Source: an optimization exercise on an open RTL-to-GDS flow (aim: small area, a short achievable clock period and few clock cycles per item). Production flows keep margins and buffers that such runs may drop. In this exercise RTL edits were held to simulation tests only and were not proved equivalent to the original. Power and IR drop assume default switching activity.

==> flow/design.v (outline; a module is shown in full before it is edited, if it fits) <==
// module limb_square_array: 4620 lines
// module fold_reduce: 79 lines
// module modsq_top: 210 lines
module modsq_top (
    input  wire  logic        clk,
    input  wire  logic        reset,
    input  wire  logic        psel,
    input  wire  logic        penable,
    input  wire  logic        pwrite,
    input  wire  logic [7:0]  paddr,
    input  wire  logic [31:0] pwdata,
    output logic [31:0]       prdata,
    output logic              pready,
    output logic              pslverr
);
  // ...
==> flow/run.sh <==
#!/bin/bash
# synth_recipe.tcl (not shown) runs the flow's synth.tcl, then flattens the netlist and writes it again
# the make line also repeats each setting of config.mk as NAME=value (left out here)
make -C /OpenROAD-flow-scripts/flow DESIGN_CONFIG=/design/flow/config.mk WORK_HOME=/design/flow/orfs CLKGATE_MAP_FILE= SYNTH_SCRIPT=/design/flow/synth_recipe.tcl finish
==> flow/config.mk <==
export PLATFORM = sky130hd
export DESIGN_NAME = modsq_top
export DESIGN_NICKNAME = modsq_top
export VERILOG_FILES = /design/flow/design.v
export SDC_FILE = /design/flow/constraint.sdc
export NUM_CORES = 4
export LEC_CHECK = 0
export CAP_MARGIN = 20
export CORE_MARGIN = 2
export CORE_UTILIZATION = 40
export SLEW_MARGIN = 20
==> flow/constraint.sdc <==
create_clock -name core_clock -period 16.0 [get_ports {clk}]
set_input_delay 3.2000 -clock core_clock [delete_from_list [all_inputs] [get_ports {clk}]]
set_output_delay 3.2000 -clock core_clock [all_outputs]
set_load 0.01 [all_outputs]
==> impl_metrics.py, run 1 <==
metrics = {
    "run_status": {
        "outcome": "finished clean",
    },
    "final_layout": {
        "num-nonclk-inverters": 834,
        "reg_top3": "es: 32 flops, r: 32 flops, xin_q: 32 flops",
        "syn_to_final_growth_pct": 6.80,
        "final_common_cell": "inv_1",
        "post-route-util_pct": 42.9,
        "fill_cells": 9522,
    },
    "routing": {
        "drcViolationCount": 0,
        "route.met3.wl_um": 18800,
        "vias_per_cell": 6.14,
    },
    "yosys": {
        "synth_cell_types": 85,
        "synth_top_flop_cell": "edfxtp_1",
        "synth_top_area_cell": "fa_1",
    },
    "global_routing": {
        "grt.overflow.total": 0,
        "grt_start_max_net_pins": 60,
    },
    "cts": {
        "cts_tree": "done",
        "clock-root-buffer": "clkbuf_16",
    },
    "power_and_ir_drop": {
        "pwr.group.clock_uw": 411,
        "pwr-share-clk_pct": 35.6,
        "power_leader": "the clock network",
    },
    "floorplanning": {
        "start_util_pct": 40.1,
        "rows": 114,
    },
    "timing": {
        "worst_pin_slew_ps": 1160,
        "fin_crit_sh_pct": 91.0,
    },
    "worst_setup_path": {
        "worstPathArrival_ps": 14710,
    },
}
Testbench counts, summed over its fixed seeds: cycles 7,492, items 128.
==> inputs of run 2 (changes only) <==
--- a/flow/config.mk
+++ b/flow/config.mk
@@ -10,2 +10,3 @@
 export CORE_UTILIZATION = 40
+export SETUP_SLACK_MARGIN = 5
 export SLEW_MARGIN = 20
==> run 2 against run 1 <==
Cell area is 9.4% higher. Utilization is 4.0 points higher. Worst setup slack better by 2700 ps. Sequential share of layout area is 0.69 points lower. Clock power is 1% lower. First-iteration DRC count is 13% higher. Die area stayed put. Combinational power is 14% higher. Fmax is 22% higher. Clock skew is 1.9 ps higher. Critical path type unchanged. Largest cell class unchanged. Largest power group is now combinational cells.
==> impl_metrics.py, run 2 <==
metrics = {
    "run_status": {
        "outcome": "finished clean",
    },
    "timing": {
        "rsz0062_at_grt": "true",
        "hold_viol": 0,
        "drv_slew": 0,
        "hold_ws_ps": 558,
        "fin_crit_ps": 11890,
        "fin_crit_sh_pct": 74.3,
        "finClkSkew_ps": 12.5,
        "max_freq_mhz": 84.1,
        "tns_ps": 0,
        "setup_viol": 0,
        "worst_pin_slew_ps": 1000,
        "relSlewSlack_pct": 33.2,
    },
    "cts": {
        "cts_hold_buf": 0,
        "clock_sinks": 135,
        "htree_levels": 4,
        "insertion_delay_ps": 450,
        "clk_pin_slew_worst_paths_ps": 60,
        "clock-root-buffer": "clkbuf_16",
        "cts_tree": "done",
        "cts_buffers": 17,
        "clockBufferDepth": 2,
    },
    "yosys": {
        "synthTopCellsByArea": "fa_1 (34%), xnor2_1 (12%), a22oi_1 (11%), inv_1 (8.0%), ha_1 (6.1%)",
        "syn_inst": 4341,
        "synth.avg_cell_area_um2": 8.90,
        "synth_top_cell_area_share_pct": 34.2,
        "synth_top_flop_cell": "edfxtp_1",
        "synth_top_area_cell": "fa_1",
        "ys_ff_latch": 135,
        "synth_edf_count": 70,
        "syn-num-nets": 5236,
        "synthArstFlopShare_pct": 0,
        "synth_cell_types": 85,
        "yosysMostFrequentCell": "inv_1",
        "yosysWarnings": 5,
        "ys_seq_area_share_pct": 8.81,
        "syn-cell-area_um2": 38700,
        "yosys-top-cells-count": "inv_1 (820), fa_1 (661), a22oi_1 (554)",
    },
    "final_layout": {
        "final_common_cell": "inv_1",
        "drive_above_1_share_pct": 14.7,
        "syn_to_final_growth_pct": 16.8,
        "final_cell_mix": "inv_1 (793), fa_1 (636), a22oi_1 (511)",
        "reg_top3": "es: 32 flops, r: 32 flops, xin_q: 32 flops",
        "fin_nets": 5298,
        "fill_cells": 9016,
        "post-route-util_pct": 46.9,
    },
    "worst_setup_path": {
        "crit_cells": 48,
        "startpoint": "r[19]",
        "crit_required_ps": 16160,
        "crit_path_end_kind": "register",
        "reg2reg_slack_ps": 4110,
        "r2r-end": "r[19]",
        "worstPathMaxFanout": 3,
        "criticalPathCategory": "register to register",
        "worstSetupStartpointType": "register",
        "max_stage_delay_ps": 550,
        "slowest_stage": "fa_1",
        "endpoint": "r[19]",
        "worstPathArrival_ps": 12050,
        "path_buf_inv": 13,
        "reg2reg_from": "r[19]",
        "r2r_cells": 48,
        "cp_top_family": "adder cells",
    },
    "global_routing": {
        "grt_usage_pct": 34.4,
        "grt_pass1_vias": 36400,
        "grt.overflow.total": 0,
        "grt_pass1_wl_um": 248000,
        "grt_start_max_net_pins": 62,
        "antenna_found_initial": 3,
    },
    "flow_run": {
        "cap_violations": 0,
    },
    "routing": {
        "wire_per_inst_um": 30.0,
        "vias": 35400,
        "vias_per_cell": 6.22,
        "drcViolationCount": 0,
        "drt_iter0_markers": 5186,
        "routed_wl_um": 171000,
        "drtAntennaViolNets": 0,
        "dr.pass1.iters": 13,
    },
    "floorplanning": {
        "ios": 79,
        "fp.coreArea_um2": 96300,
        "die_width_um": 315,
        "die_h_um": 315,
        "rows": 114,
        "dieArea_um2": 99100,
        "start_util_pct": 40.1,
    },
    "placed_design": {
        "io_buffers": 77,
        "gp_congestion": 0.979,
        "dp_hpwl_um": 113000,
    },
    "power_and_ir_drop": {
        "leakage_uw": 0.0189,
        "power_density_nw_per_um2": 26.6,
        "ir_worst_vdd_mv": 0.0757,
    },
    "min_path": {
        "min_path_type": "register to register",
    },
}
[run 2: worst min path at each step]
stage | startpoint | endpoint | slack, ps | cells after the start
4_1_cts | xin_q[3] | xin_q[3] | 550 | 2
5_1_grt | xin_q[3] | xin_q[3] | 580 | 2
6_report | xin_q[3] | xin_q[3] | 560 | 2
2_1_floorplan | done | done | 450 | 2
3_3_place_gp | xin_q[4] | xin_q[4] | 520 | 2
3_5_place_dp | xin_q[20] | xin_q[20] | 540 | 2
[run 2: per-stage QoR]
stage	setup slack, ps	total power [µW]	std cells	area, µm²
finish	4110	1200	5697	45200
global route	3830	1240	5693	45200
CTS	4230	1160	5667	44700
detailed placement	2090	695	5460	41200
global placement	2190	696	5459	41100
floorplan	4410	610	4341	39400
[run 2: timing repair]
item | CTS | global route
gates cloned | 8 | 1
buffers inserted | 167 | 24
endpoints found under the setup margin | 32 | 32
resized for setup | 255 | 54
pin swaps | 114 | 59
[run 2: layout make-up]
cell class	count	area, µm²	share of cell area (%)
antenna	5	12.5	0.0277
clock buffer	19	475	1.05
clock inverter	13	125	0.277
inverter	834	3170	7.03
multi-input combinational	3007	32100	71.0
sequential	135	3420	7.56
tap	1276	1600	3.54
timing repair buffer	408	4290	9.49
[run 2: layer usage]
layer,up-vias,part of all wire [%],track usage [%]
met4,12,7.6,19.9
met3,757,16,15.8
met1,17500,36,42.6
li1,14300,-,-
met2,2880,40,48.9
met5,-,0.24,2.22
[run 2: power breakdown]
part           switching (µW)  leakage [µW]  internal [µW]
registers               0.315       0.00115            360
logic                     228        0.0174            207
clock network             183      0.000292            224
[run 2: cells by family (layout without fill, tap and decap cells)]
kind of cell,Yosys count,after routing,share of synthesized area [%]
XOR/XNOR,574,574,13.0
AND/OR/NAND/NOR,556,556,6.66
other,1,6,0.00970
buffers and inverters,1199,1274,11.7
adder cells (fa/ha/maj),851,851,40.4
AO/OA/AOI/OAI,977,977,18.1
multiplexers,48,48,1.33
flip-flops,135,135,8.81
[run 2: worst min-delay path, stage by stage, from the launching register on]
cell and delay, ps:
dfxtp_1 370, nand2_1 80, a21oi_1 60

==> static timing again, ports no longer ideal <==
How much do the figures lean on ideal ports? The routed layouts below were timed once more, with nothing changed but the port constraints. Step 1: set_driving_cell puts a clkbuf_16 on clk and a buf_2 on each other input, an assumption about the parent block. Step 2 also shifts input and output timing later by t, the mid clock arrival at the registers, as if the neighbouring blocks saw the same clock. Three values: no drivers, after step 1, after step 2; two values: the first two.
| run | t (ns) | setup WS [ns] | latest minus earliest clock arrival (ns) |
|---|---|---|---|
| run 1 | 0.477 | 1.444 / 1.444 / 1.444 | 0.010 / 0.011 |
| run 2 | 0.491 | 4.113 / 4.113 / 4.113 | 0.013 / 0.013 |
After both steps every run listed still meets setup and hold.
